Source: an optimization exercise on an open RTL-to-GDS flow (aim: a short achievable clock period and few clock cycles). Production flows keep margins and buffers that such runs may drop. Only simulation tests tie the RTL to the original design; equivalence was not proved.

old:
==> module mipsCpu, before the edit <==
module mipsCpu
#(
    parameter logic [31:0] resetAddress = 32'hBFC00000
) (
    input  logic        clk,
    input  logic        reset,
    output logic [31:0] instrAddr,
    input  logic [31:0] instr,
    output logic [31:0] dataAddr,
    output logic [31:0] dataWriteData,
    output logic        dataRead,
    output logic        dataWrite,
    input  logic [31:0] dataReadData
);
    logic resetQ;
    always_ff @(posedge clk) resetQ <= reset;
    logic [31:0] pcF;
    logic [31:0] pcPlus4F;
    logic [4:0]  rsF;
    logic [4:0]  rtF;
    logic        bImmF;
    logic [31:0] immF;
    logic        selArithF, selLogicF, selShiftF, selSltF, selSltuF, selLinkF;
    logic        isSubF;
    logic [1:0]  logicOpF;
    logic        shLeftF, shArithF, shVarF;
    logic        regWriteF;
    logic [4:0]  dstF;
    logic        isLoadF, isStoreF;
    logic        brEqF, brNeF, brLezF, brGtzF, brLtzF, brGezF, isJF, isJrF;
    assign rsF = instr[25:21];
    assign rtF = instr[20:16];
    mipsControl mipsControl_i (
        .instr    (instr),
        .bImm     (bImmF),
        .immVal   (immF),
        .selArith (selArithF),
        .selLogic (selLogicF),
        .selShift (selShiftF),
        .selSlt   (selSltF),
        .selSltu  (selSltuF),
        .selLink  (selLinkF),
        .isSub    (isSubF),
        .logicOp  (logicOpF),
        .shLeft   (shLeftF),
        .shArith  (shArithF),
        .shVar    (shVarF),
        .regWrite (regWriteF),
        .dst      (dstF),
        .isLoad   (isLoadF),
        .isStore  (isStoreF),
        .brEq     (brEqF),
        .brNe     (brNeF),
        .brLez    (brLezF),
        .brGtz    (brGtzF),
        .brLtz    (brLtzF),
        .brGez    (brGezF),
        .isJ      (isJF),
        .isJr     (isJrF)
    );
    logic [31:0] resM;
    logic [31:0] sdM;
    logic [4:0]  dstM;
    logic        wrM;
    logic        loadM;
    logic        storeM;
    logic [31:0] resultM;
    assign resultM = loadM ? dataReadData : resM;
    logic [31:0] rfRs;
    logic [31:0] rfRt;
    mipsRegFile mipsRegFile_i (
        .clk         (clk),
        .reset       (resetQ),
        .rsAddr      (rsF),
        .rtAddr      (rtF),
        .writeAddr   (dstM),
        .writeEnable (wrM),
        .writeData   (resultM),
        .rsData      (rfRs),
        .rtData      (rfRt)
    );
    logic [31:0] rsValF;
    logic [31:0] rtValF;
    assign rsValF = (wrM && dstM == rsF) ? resultM : rfRs;
    assign rtValF = (wrM && dstM == rtF) ? resultM : rfRt;
    logic [31:0] aE, bE, sdE;
    logic        fwdAluA, fwdLdA, fwdAluB, fwdLdB, fwdAluSd, fwdLdSd;
    logic [4:0]  shamtE;
    logic [15:0] offE;
    logic [25:0] idxE;
    logic        selArithE, selLogicE, selShiftE, selSltE, selSltuE, selLinkE;
    logic        isSubE;
    logic [1:0]  logicOpE;
    logic        shLeftE, shArithE, shVarE;
    logic        wrE;
    logic [4:0]  dstE;
    logic        loadE, storeE;
    logic        brEqE, brNeE, brLezE, brGtzE, brLtzE, brGezE, isJE, isJrE;
    logic matchRsE, matchRtE;
    assign matchRsE = wrE && (dstE == rsF);
    assign matchRtE = wrE && (dstE == rtF);
    always_ff @(posedge clk) begin
        aE       <= rsValF;
        bE       <= bImmF ? immF : rtValF;
        sdE      <= rtValF;
        fwdAluA  <= matchRsE && !loadE;
        fwdLdA   <= matchRsE && loadE;
        fwdAluB  <= matchRtE && !loadE && !bImmF;
        fwdLdB   <= matchRtE && loadE && !bImmF;
        fwdAluSd <= matchRtE && !loadE;
        fwdLdSd  <= matchRtE && loadE;
        shamtE   <= instr[10:6];
        offE     <= instr[15:0];
        idxE     <= instr[25:0];
        selArithE <= selArithF;
        selLogicE <= selLogicF;
        selShiftE <= selShiftF;
        selSltE   <= selSltF;
        selSltuE  <= selSltuF;
        selLinkE  <= selLinkF;
        isSubE    <= isSubF;
        logicOpE  <= logicOpF;
        shLeftE   <= shLeftF;
        shArithE  <= shArithF;
        shVarE    <= shVarF;
        dstE      <= dstF;
        if (resetQ) begin
            wrE    <= 1'b0;
            loadE  <= 1'b0;
            storeE <= 1'b0;
            brEqE  <= 1'b0;
            brNeE  <= 1'b0;
            brLezE <= 1'b0;
            brGtzE <= 1'b0;
            brLtzE <= 1'b0;
            brGezE <= 1'b0;
            isJE   <= 1'b0;
            isJrE  <= 1'b0;
        end else begin
            wrE    <= regWriteF;
            loadE  <= isLoadF;
            storeE <= isStoreF;
            brEqE  <= brEqF;
            brNeE  <= brNeF;
            brLezE <= brLezF;
            brGtzE <= brGtzF;
            brLtzE <= brLtzF;
            brGezE <= brGezF;
            isJE   <= isJF;
            isJrE  <= isJrF;
        end
    end
    logic [31:0] a, b, sd;
    assign a  = fwdLdA  ? dataReadData : (fwdAluA  ? resM : aE);
    assign b  = fwdLdB  ? dataReadData : (fwdAluB  ? resM : bE);
    assign sd = fwdLdSd ? dataReadData : (fwdAluSd ? resM : sdE);
    logic [31:0] resE;
    mipsAlu mipsAlu_i (
        .a        (a),
        .b        (b),
        .shamt    (shamtE),
        .link     (pcPlus4F),
        .selArith (selArithE),
        .selLogic (selLogicE),
        .selShift (selShiftE),
        .selSlt   (selSltE),
        .selSltu  (selSltuE),
        .selLink  (selLinkE),
        .isSub    (isSubE),
        .logicOp  (logicOpE),
        .shLeft   (shLeftE),
        .shArith  (shArithE),
        .shVar    (shVarE),
        .result   (resE)
    );
    logic        eq, aZero, taken;
    logic [31:0] target;
    assign eq    = (a == b);
    assign aZero = (a == 32'd0);
    assign taken = isJE || isJrE
                || (brEqE && eq) || (brNeE && !eq)
                || (brLezE && (a[31] || aZero)) || (brGtzE && !a[31] && !aZero)
                || (brLtzE && a[31]) || (brGezE && !a[31]);
    always_comb begin
        if (isJrE)     target = a;
        else if (isJE) target = {pcF[31:28], idxE, 2'b00};
        else           target = pcF + {{14{offE[15]}}, offE, 2'b00};
    end
    mipsPcUnit #(
        .resetAddress (resetAddress)
    ) mipsPcUnit_i (
        .clk     (clk),
        .reset   (resetQ),
        .taken   (taken),
        .target  (target),
        .pc      (pcF),
        .pcPlus4 (pcPlus4F)
    );
    always_ff @(posedge clk) begin
        resM <= resE;
        sdM  <= sd;
        dstM <= dstE;
        if (resetQ) begin
            wrM    <= 1'b0;
            loadM  <= 1'b0;
            storeM <= 1'b0;
        end else begin
            wrM    <= wrE;
            loadM  <= loadE;
            storeM <= storeE;
        end
    end
    assign instrAddr     = pcF;
    assign dataAddr      = resM;
    assign dataWriteData = sdM;
    assign dataRead      = loadM;
    assign dataWrite     = storeM && !reset && !resetQ;
endmodule
==> flow/config.mk <==
export PLATFORM = sky130hd
export DESIGN_NAME = mipsCpu
export DESIGN_NICKNAME = mipsCpu
export VERILOG_FILES = /design/flow/design.v
export SDC_FILE = /design/flow/constraint.sdc
export NUM_CORES = 4
export LEC_CHECK = 0
export ABC_CLOCK_PERIOD_IN_PS = 4500
export CAP_MARGIN = 20
export CORE_MARGIN = 2
export CORE_UTILIZATION = 30
export SETUP_SLACK_MARGIN = 5
export SLEW_MARGIN = 20
==> flow/constraint.sdc <==
create_clock -name core_clock -period 12.0 [get_ports {clk}]
set_input_delay 2.4000 -clock core_clock [delete_from_list [all_inputs] [get_ports {clk}]]
set_output_delay 2.4000 -clock core_clock [all_outputs]
set_load 0.01 [all_outputs]
standard.sh (not shown) runs the stock make flow with config.mk's settings and CLKGATE_MAP_FILE= SYNTH_SCRIPT=/design/flow/synth_recipe.tcl, a recipe that flattens the netlist after the stock synthesis.
==> flow/flow/run.sh <==
#!/bin/bash
set -euo pipefail
MARGIN=${MARGIN:-7.5}
bash standard.sh synth > synth.log 2>&1
bash standard.sh SETUP_SLACK_MARGIN=$MARGIN finish > layout.log 2>&1
The final layout from old, which completed every stage, passed the timing, DRC and antenna checks at the end of the flow.
Testbench counts of old, summed over its fixed seeds: cycles 58,741.
Inputs modified between old and new:
--- a/flow/design.v
+++ b/flow/design.v
@@ -489,17 +489,16 @@
         dstM <= dstE;
         if (resetQ) begin
             wrM    <= 1'b0;
             loadM  <= 1'b0;
-            storeM <= 1'b0;
         end else begin
             wrM    <= wrE;
             loadM  <= loadE;
-            storeM <= storeE;
         end
+        storeM <= storeE && !resetQ && !reset;
     end
     assign instrAddr     = pcF;
     assign dataAddr      = resM;
     assign dataWriteData = sdM;
     assign dataRead      = loadM;
-    assign dataWrite     = storeM && !reset && !resetQ;
+    assign dataWrite     = storeM && !reset;
 endmodule
### Flow results
- The final reports for new and old show number of antenna violations at the first check in global routing higher in the former.
- The post-detailed-routing wire length of new exceeds that of old by 28000 µm.
- new vs old — fraction of met2 tracks used by global routing rose 2.4 points.
- Compared with old, new shows a higher setup slack.
- On synthesized-area fraction occupied by xor and xnor cells, new and old are neck and neck.
- old and new ended up with roughly the same sum of negative setup slack.
- | headroom to the max-slew limit | higher: old |
Testbench counts of new, summed over its fixed seeds: cycles 58,741.

[afterwards: timing with drivers on the ports]
The flow's constraints put no driver on any port. The routed layouts listed below were extracted and timed again, unchanged, in two steps. Step 1 (the two cells are an assumption about what drives the block):
set clk [get_ports {clk}]
set_driving_cell -lib_cell sky130_fd_sc_hd__clkbuf_16 $clk
set_driving_cell -lib_cell sky130_fd_sc_hd__buf_2 [delete_from_list [all_inputs] $clk]
Step 2 times the ports against the registers' clock, not the clock port: input delays grow and output delays shrink by t, the midpoint of the rising clock arrivals with the driver on. Three values: no drivers, after step 1, after step 2; two values: the first two.
run | shift t [ns] | setup WS [ns] | worst setup path at the end
old | 0.887 | 6.797 / 6.756 / 6.157 | input to register
new | 0.936 | 6.815 / 6.862 / 5.929 | input to register
After both steps every run listed still meets setup and hold. The setup slack of new, which loses most, moves by +0.047 ns with the drivers and by -0.886 ns with both steps.
